Context: an optimization exercise on an open-source flow, tuned for small area, a short achievable clock period and few clock cycles per item. The choices shown serve that exercise and are no tape-out recipe.
RTL that was checked went through simulation tests only; none was proved equivalent to the original.

Setup of wip/yarrow:
Design nn_accel, start of the top module:
module nn_accel (
    input  logic         clk_i,
    input  logic         rst_i,
    input  logic         cmd_strobe_i,
    input  logic [31:0]  cmd_addr_i,
    output logic         mem_req_strobe_o,
    output logic         mem_req_rw_o,
    output logic [31:0]  mem_req_addr_o,
    output logic [31:0]  mem_req_wdata_o,
    input  logic         mem_rsp_ready_i,
    input  logic [127:0] mem_rsp_line_i,
    output logic         done_o,
    output logic [31:0]  class_o
);
Settings: LEC_CHECK=0, CAP_MARGIN=20, CORE_MARGIN=2, CORE_UTILIZATION=55, SLEW_MARGIN=20; clock period 12.0 ns.
standard.sh (not shown) runs the stock make flow with config.mk's settings and CLKGATE_MAP_FILE= SYNTH_SCRIPT=/design/flow/synth_recipe.tcl, a recipe that flattens the netlist after the stock synthesis.
==> flow/flow/run.sh <==
#!/bin/bash
set -euo pipefail
export SETUP_SLACK_MARGIN=8
export BUFFER_PORTS_ARGS="-buffer_cell sky130_fd_sc_hd__buf_4"
bash standard.sh > standard_flow.log 2>&1
Testbench counts of wip/yarrow, summed over its fixed seeds: cycles 91,273, inferences 48.
The inputs of wip/raven differ from those of wip/yarrow as listed below.
==> flow/flow/run.sh <==
#!/bin/bash
set -euo pipefail
export SETUP_SLACK_MARGIN=9
export BUFFER_PORTS_ARGS="-buffer_cell sky130_fd_sc_hd__buf_4"
bash standard.sh > standard_flow.log 2>&1
--- outcome ---
Cell class ranked first by area: multi-input gates -> wip/raven, sequential cells -> wip/yarrow
On cell count after placement, wip/yarrow and wip/raven are basically level.
wip/raven vs. wip/yarrow: count of clock-buffer cells in the layout decreased by 0.43% relative to the old numbers, final critical delay including setup and external delays increased by 0.083 ns relative to the old numbers, cell area increased by about 15% relative to the old numbers, share of the core filled with cells increased by 9.5 points relative to the old numbers, signal arrival time at the worst endpoint increased by 0.12 ns relative to the old numbers.
Cell count: wip/raven higher than wip/yarrow
[compare] base=wip/yarrow new=wip/raven: area growth from synthesis to final layout +17 points; non-clock buffer count in the final layout shows an increase of 640.
[inputs] wip/juniper vs wip/raven
==> flow/flow/run.sh <==
#!/bin/bash
set -euo pipefail
export SETUP_SLACK_MARGIN=7.75
export BUFFER_PORTS_ARGS="-buffer_cell sky130_fd_sc_hd__buf_4"
bash standard.sh > standard_flow.log 2>&1
## What came out
Final period utilization across wip/raven and wip/juniper: no real change. Post-layout instance area: wip/juniper < wip/raven. A termination of the worst setup path of c_thi_q[0] is what wip/raven shows, while u_mac.s1_c16[0] belongs to wip/juniper. Compared wip/raven against wip/juniper; maximum frequency within noise. wip/juniper: worst relative slew slack lower than wip/raven. Between wip/juniper and wip/raven, it is wip/juniper whose clock skew is lower, by 0.0068 ns. Changes observed in wip/juniper relative to wip/raven: routed metal-1 wire length saw a decrease; remaining antenna violation count saw little to no change; routed length on met3 saw a decrease.
Changes in wip/lagoon relative to wip/juniper:
==> flow/flow/run.sh <==
#!/bin/bash
set -euo pipefail
export SETUP_SLACK_MARGIN=8
export BUFFER_PORTS_ARGS="-buffer_cell sky130_fd_sc_hd__buf_4"
export CTS_ARGS="-sink_clustering_enable -repair_clock_nets -dont_use_dummy_load"
bash standard.sh > standard_flow.log 2>&1
==> summary.txt <==
- The higher final design utilization came out of wip/lagoon.
- The run showing the smaller logic depth of the worst setup path including buffers is wip/juniper.
- Comparing wip/lagoon and wip/juniper, the higher worst-case setup margin in the final layout was measured on wip/lagoon.
Input changes introduced in wip/violet (baseline for comparison: wip/lagoon):
==> flow/flow/run.sh <==
#!/bin/bash
set -euo pipefail
export SETUP_SLACK_MARGIN=8
export BUFFER_PORTS_ARGS="-buffer_cell sky130_fd_sc_hd__buf_4"
bash standard.sh > standard_flow.log 2>&1
diff --git a/flow/config.mk b/flow/config.mk
--- a/flow/config.mk
+++ b/flow/config.mk
@@ -8,4 +8,4 @@
 export CAP_MARGIN = 20
 export CORE_MARGIN = 2
-export CORE_UTILIZATION = 55
+export CORE_UTILIZATION = 65
 export SLEW_MARGIN = 20
--- outcome ---
- Diff wip/lagoon -> wip/violet | worst path setup slack after routing | decrease of 0.15 ns
- The maximum frequency of wip/violet was inferior to that of wip/lagoon.
- For wip/lagoon, the worst setup path startpoint was n_q[1], unlike wip/violet, where it was n_q[0].
- Against wip/lagoon, wip/violet comes in 0.54% lower on total cell area at the placement stage.
- Changes observed in wip/violet relative to wip/lagoon: remaining antenna violation count after routing has remained practically unchanged, peak per-stage delay on the critical path has decreased, met3 wire length has increased.
- Comparing wip/violet and wip/lagoon, routed wire length is lower on wip/violet.
- wip/violet vs wip/lagoon — weighted congestion reported at the end of routability-driven placement climbed by a few percent
- The total half-perimeter wirelength after legalization and detailed placement of wip/violet falls short of that of wip/lagoon by 7600 µm.

* * *

Setup of alpha:
nn_accel, a different RTL version from the one above (not shown whole).
Size in the first run: about 260 I/O pins, ~88000 sq um of cells after synthesis.
// nn_accel
module nn_accel (
    input  logic         clk_i,
    input  logic         rst_i,
    input  logic         cmd_strobe_i,
    input  logic [31:0]  cmd_addr_i,
    output logic         mem_req_strobe_o,
    output logic         mem_req_rw_o,
    output logic [31:0]  mem_req_addr_o,
    output logic [31:0]  mem_req_wdata_o,
    input  logic         mem_rsp_ready_i,
    input  logic [127:0] mem_rsp_line_i,
    output logic         done_o,
    output logic [31:0]  class_o
);
clock: 12.0 ns
lec_check: 0
cap_margin: 20
core_margin: 2
core_utilization: 55
slew_margin: 20
==> flow/flow/run.sh <==
#!/bin/bash
set -euo pipefail
export SETUP_SLACK_MARGIN=8
export BUFFER_PORTS_ARGS="-buffer_cell sky130_fd_sc_hd__buf_4"
export CTS_ARGS="-sink_clustering_enable -repair_clock_nets -dont_use_dummy_load -sink_clustering_size 30 -sink_clustering_max_diameter 100"
bash standard.sh > standard_flow.log 2>&1
Testbench counts of alpha, summed over its fixed seeds: cycles 89,877, inferences 48.
#### Input delta (beta over alpha)
--- a/flow/flow/run.sh
+++ b/flow/flow/run.sh
@@ -5 +5 @@
-export CTS_ARGS="-sink_clustering_enable -repair_clock_nets -dont_use_dummy_load -sink_clustering_size 30 -sink_clustering_max_diameter 100"
+export CTS_ARGS="-sink_clustering_enable -repair_clock_nets -dont_use_dummy_load -sink_clustering_size 20 -sink_clustering_max_diameter 100"
==> comparison <==
- alpha → beta: sequential share of layout area lost 0.31 points; area growth from synthesis to layout picked up an extra 0.74 points.
- beta vs. alpha: number of diodes +2; utilization saw an increase; total number of cells along the worst setup path went up by 5.
Inputs modified between beta and gamma:
--- a/flow/flow/run.sh
+++ b/flow/flow/run.sh
@@ -5 +5 @@
-export CTS_ARGS="-sink_clustering_enable -repair_clock_nets -dont_use_dummy_load -sink_clustering_size 20 -sink_clustering_max_diameter 100"
+export CTS_ARGS="-sink_clustering_enable -repair_clock_nets -dont_use_dummy_load"
Results
Summary of gamma over beta: total wire length after detailed routing comparable, detailed-route via count now larger, post-CTS setup repair buffer count now larger.
When gamma is measured against beta, its share of post-route cells with drive strength above 1 turns out 0.76 points higher.
Total number of sequential cells came out exactly the same in beta and gamma.
Routed length per instance (lower): gamma

* * *

job 101:
Another version of the RTL of nn_accel (not shown whole).
Size in the first run: ~8600 cells after synthesis.
Settings: LEC_CHECK=0, CAP_MARGIN=20, CORE_MARGIN=2, CORE_UTILIZATION=55, SLEW_MARGIN=20; clock period 12.0 ns.
==> flow/flow/run.sh <==
#!/bin/bash
set -euo pipefail
export SETUP_SLACK_MARGIN=8.5
bash standard.sh > standard_flow.log 2>&1
Input-level comparison between job 104 and job 101:
Settings: putting SETUP_SLACK_MARGIN at 5 where nothing was set.
==> flow/run.sh (new file) <==
#!/bin/bash
# synth_recipe.tcl (not shown) runs the flow's synth.tcl, then flattens the netlist and writes it again
# the make line also repeats each setting of config.mk as NAME=value (left out here)
make -C /OpenROAD-flow-scripts/flow DESIGN_CONFIG=/design/flow/config.mk WORK_HOME=/design/flow/orfs CLKGATE_MAP_FILE= SYNTH_SCRIPT=/design/flow/synth_recipe.tcl finish
removed: flow/flow/run.sh
removed: flow/standard.sh
Notes after the runs:
Between job 104 and job 101, the clock transition time at the flip-flop clock pins of the worst setup and hold paths figures differ only marginally.
Of job 101 and job 104, the higher overall via count from detail_route belongs to job 101.
Worst setup slack, job 101 and job 104: higher on job 101
In the flow results for job 101 and job 104, the net count of the finished layout is larger on job 101.
Per the comparison of job 104 with job 101, post-route cell area -about 11%; combined global-route utilization of all metal layers -4.3 points; cell depth of the worst setup path -6; layout buffering overhead excluding clock cells -6.8 points.
Slowest library cell on the worst path: sky130_fd_sc_hd__nor3_1 -> job 104, sky130_fd_sc_hd__fa_1 -> job 101
No run of this note included a check of the RTL's function; only the layout flow was run.

* * *

== TR ==
nn_accel, a different RTL version from the one above (not shown whole).
For scale: about 7800 cells after synthesis, ~260 I/O pins.
Settings: LEC_CHECK=0, CAP_MARGIN=20, CORE_MARGIN=2, CORE_UTILIZATION=55, SLEW_MARGIN=20; clock period 12.0 ns.
==> flow/flow/run.sh <==
#!/bin/bash
set -euo pipefail
export SETUP_SLACK_MARGIN=8
bash standard.sh > standard_flow.log 2>&1
[inputs] JK vs TR
diff --git a/flow/flow/run.sh b/flow/flow/run.sh
--- a/flow/flow/run.sh
+++ b/flow/flow/run.sh
@@ -3,0 +4 @@
+export BUFFER_PORTS_ARGS="-buffer_cell sky130_fd_sc_hd__buf_4"
### Flow results
JK — final clock period utilization by the worst path 1.1 points higher, TR as reference
| placed cell count | JK vs TR | ≈ equal |
Delta (JK minus TR): number of instances resized during post-cts repair now smaller, last weighted congestion value of the routability-driven placer now sits lower, buffer and inverter count on the worst path went down 1.
Cell count down 0.43% in JK wrt TR
Between TR and JK, the share of the final layout cell area in multi-input gates is higher for JK.
Compared with TR, wire length of the first global-routing pass in JK decreased slightly.
Function was not checked in any run of this note: the RTL went through the layout flow alone.

* * *

Another version of the RTL of nn_accel (not shown whole).
For scale: about 260 I/O pins.
==> flow/design.v (excerpt) <==
module nn_accel (
    input  logic         clk_i,
    input  logic         rst_i,
    input  logic         cmd_strobe_i,
    input  logic [31:0]  cmd_addr_i,
    output logic         mem_req_strobe_o,
    output logic         mem_req_rw_o,
    output logic [31:0]  mem_req_addr_o,
    output logic [31:0]  mem_req_wdata_o,
    input  logic         mem_rsp_ready_i,
    input  logic [127:0] mem_rsp_line_i,
    output logic         done_o,
    output logic [31:0]  class_o
);
    localparam int K  = 8;
    localparam int KW = 3;
    localparam int FD = 3;         
    localparam int FW = 2;
    localparam logic [1:0] RK_LINE = 2'd0;
    localparam logic [1:0] RK_HDR  = 2'd1;
    localparam logic [1:0] RK_SIZ  = 2'd2;
    localparam logic [1:0] RK_WR   = 2'd3;
    localparam int MW = 1 + 1 + KW + 3 + 2 + 2 + 1 + 1;
    typedef enum logic [2:0] {
        F_IDLE, F_HDR, F_DESC, F_LINIT, F_GINIT, F_STEP, F_LWAIT, F_FIN
    } fstate_e;
    logic          strobe_q;
    logic          rw_q;
    logic [29:0]   addr_q;
    logic [31:0]   wdata_q;
    logic          pend_q;        
    logic [1:0]    pkind_q;
    logic          plast_q;
    logic [MW-1:0] pmeta_q;
  ...
Settings: LEC_CHECK=0, CAP_MARGIN=20, CORE_MARGIN=2, CORE_UTILIZATION=55, SLEW_MARGIN=20; clock period 12.0 ns.
==> flow/flow/run.sh <==
#!/bin/bash
set -euo pipefail
export SETUP_SLACK_MARGIN=8
bash standard.sh > standard_flow.log 2>&1
Change:
==> flow/run.sh (new file) <==
#!/bin/bash
# synth_recipe.tcl (not shown) runs the flow's synth.tcl, then flattens the netlist and writes it again
# the make line also repeats each setting of config.mk as NAME=value (left out here)
make -C /OpenROAD-flow-scripts/flow DESIGN_CONFIG=/design/flow/config.mk WORK_HOME=/design/flow/orfs CLKGATE_MAP_FILE= SYNTH_SCRIPT=/design/flow/synth_recipe.tcl finish
SETUP_SLACK_MARGIN = 5   (was default)
removed: flow/flow/run.sh
removed: flow/standard.sh
What happened: The changed run ran to the end with no violations; count of clock-buffer cells in the layout is lower by 5; worst hold slack barely changes; core utilization is lower by 6.2 points; non-clock buffer count is lower by 395.
No functional check of the RTL was part of any run of this note.

* * *

== run 1 ==
Another version of the RTL of nn_accel (not shown whole).
Size in the first run: ~7700 cells after synthesis, about 1600 flip-flops, about 260 I/O pins.
## nn_accel
module nn_accel (
    input  logic         clk_i,
    input  logic         rst_i,
    input  logic         cmd_strobe_i,
    input  logic [31:0]  cmd_addr_i,
    output logic         mem_req_strobe_o,
    output logic         mem_req_rw_o,
    output logic [31:0]  mem_req_addr_o,
    output logic [31:0]  mem_req_wdata_o,
    input  logic         mem_rsp_ready_i,
    input  logic [127:0] mem_rsp_line_i,
    output logic         done_o,
    output logic [31:0]  class_o
);
    localparam int K  = 8;
    localparam int KW = 3;
    localparam int FD = 3;         
    localparam int FW = 2;
    localparam logic [1:0] RK_LINE = 2'd0;
    localparam logic [1:0] RK_SIZ  = 2'd2;
    localparam logic [1:0] RK_WR   = 2'd3;
    localparam int MW = 1 + 1 + KW + 3 + 2 + 2 + 1 + 1;
    typedef enum logic [2:0] {
        F_IDLE, F_HDR, F_DESC, F_LINIT, F_GINIT, F_STEP, F_LWAIT, F_FIN
    } fstate_e;
    logic          strobe_q;
    logic          rw_q;
    logic [29:0]   addr_q;
    logic [31:0]   wdata_q;
    logic          pend_q;        
    logic [FD-1:0] arm_slot_q;    
    logic          arm_hdr_q;     
    logic          arm_siz_q;     
    logic          arm_last_q;    
    logic          pr_v;          
    logic [1:0]    pr_kind;
    logic          pr_last;
    logic [FD-1:0] pr_sl;         
    logic signed [FW+1:0] credit_q;   
    logic          f_can;         
    logic          spec_use;      
    logic          sm_pend_q;     
    logic [MW-1:0] sm_q;
    logic [FW-1:0] sm_sl_q;
    logic          spec;          
    logic [FW-1:0] rp_q;          
    logic          done_q;
    logic          idle_q;
    logic          accept;
    logic          issue;
    logic          pop;
    assign mem_req_strobe_o = strobe_q;
    assign mem_req_rw_o     = rw_q;
    assign mem_req_addr_o   = {addr_q, 2'b00};
    assign mem_req_wdata_o  = wdata_q;
    assign done_o           = done_q;
    assign accept = cmd_strobe_i && idle_q;
    logic          new_prep;
    logic [1:0]    iss_kind;
    logic [FD-1:0] iss_sl;
    logic          iss_last;
    assign issue  = (pr_v || new_prep) && (!pend_q || mem_rsp_ready_i);
    fstate_e       fs_q;
    logic [6:0]    sz_q [4];
  ...
==> flow/config.mk <==
export PLATFORM = sky130hd
export DESIGN_NAME = nn_accel
export DESIGN_NICKNAME = nn_accel
export VERILOG_FILES = /design/flow/design.v
export SDC_FILE = /design/flow/constraint.sdc
export NUM_CORES = 4
export LEC_CHECK = 0
export CAP_MARGIN = 20
export CORE_MARGIN = 2
export CORE_UTILIZATION = 55
export PLACE_DENSITY = 0.75
export SLEW_MARGIN = 20
==> flow/constraint.sdc <==
create_clock -name core_clock -period 12.0 [get_ports {clk_i}]
set_input_delay 2.4000 -clock core_clock [delete_from_list [all_inputs] [get_ports {clk_i}]]
set_output_delay 2.4000 -clock core_clock [all_outputs]
set_load 0.01 [all_outputs]
==> flow/flow/run.sh <==
#!/bin/bash
set -euo pipefail
export SETUP_SLACK_MARGIN=8
export BUFFER_PORTS_ARGS="-buffer_cell sky130_fd_sc_hd__buf_4"
export CTS_ARGS="-sink_clustering_enable -repair_clock_nets -dont_use_dummy_load"
bash standard.sh > standard_flow.log 2>&1
Run 1 completed; timing, DRC and antenna clean
Testbench counts of run 1, summed over its fixed seeds: cycles 89,033, inferences 48.
Setup changes, run 1 to run 2
- PLACE_DENSITY removed (was 0.75)
Notes after the runs:
Signed area change from the synthesized netlist to the final layout: higher on run 2. Compared with run 1, in run 2 instance area at placement essentially unchanged, final setup slack of the worst path went up 0.11 ns, number of cells upsized or downsized after cts went up by 25%.

==> separate check: timing with driven ports <==
Ports are ideal in the flow. The routed layouts listed here were re-timed in OpenROAD. Step 1: set_driving_cell puts a clkbuf_16 on clk_i and a buf_2 on each other input, an assumption about the parent block. Step 2, shift: input delay + t, output delay - t, t = (earliest + latest rising clock arrival at the registers) / 2. This alone moves slack from input paths to output paths. a / b / c = ideal ports / drivers / drivers and shift; a / b = the first two.
run | shift t [ns] | setup WS [ns] | worst hold slack (ns)
wip/yarrow | 0.907 | 7.962 / 7.956 / 7.564 | 0.326 / 0.326 / 0.326
wip/raven | 0.921 | 7.879 / 7.879 / 7.879 | 0.327 / 0.327 / 0.327
wip/juniper | 0.891 | 7.887 / 7.887 / 7.522 | 0.324 / 0.324 / 0.324
wip/lagoon | 0.864 | 7.951 / 7.951 / 7.563 | 0.316 / 0.316 / 0.316
wip/violet | 0.883 | 7.803 / 7.803 / 7.687 | 0.305 / 0.305 / 0.305
alpha | 0.783 | 8.025 / 8.025 / 8.025 | 0.290 / 0.290 / 0.290
beta | 0.794 | 8.038 / 8.038 / 8.016 | 0.329 / 0.329 / 0.329
gamma | 0.871 | 8.036 / 7.983 / 8.036 | 0.313 / 0.313 / 0.313
job 101 | 0.902 | 5.636 / 5.636 / 5.636 | 0.324 / 0.324 / 0.324
job 104 | 0.888 | 5.212 / 5.212 / 5.212 | 0.324 / 0.324 / 0.324
TR | 0.905 | 7.459 / 7.459 / 7.204 | 0.324 / 0.324 / 0.324
JK | 0.897 | 7.325 / 7.325 / 7.325 | 0.305 / 0.305 / 0.305
the first run of note 5 | 0.905 | 7.416 / 7.416 / 7.200 | 0.325 / 0.325 / 0.325
the second run of note 5 | 0.895 | 5.311 / 5.311 / 5.311 | 0.323 / 0.323 / 0.323
run 1 | 0.866 | 7.914 / 7.914 / 7.914 | 0.326 / 0.326 / 0.326
run 2 | 0.856 | 8.029 / 7.940 / 7.890 | 0.326 / 0.326 / 0.326
After both steps every run listed still meets setup and hold. For wip/yarrow, which loses most, drivers alone change the setup slack by -0.006 ns; drivers and shift together by -0.398 ns.
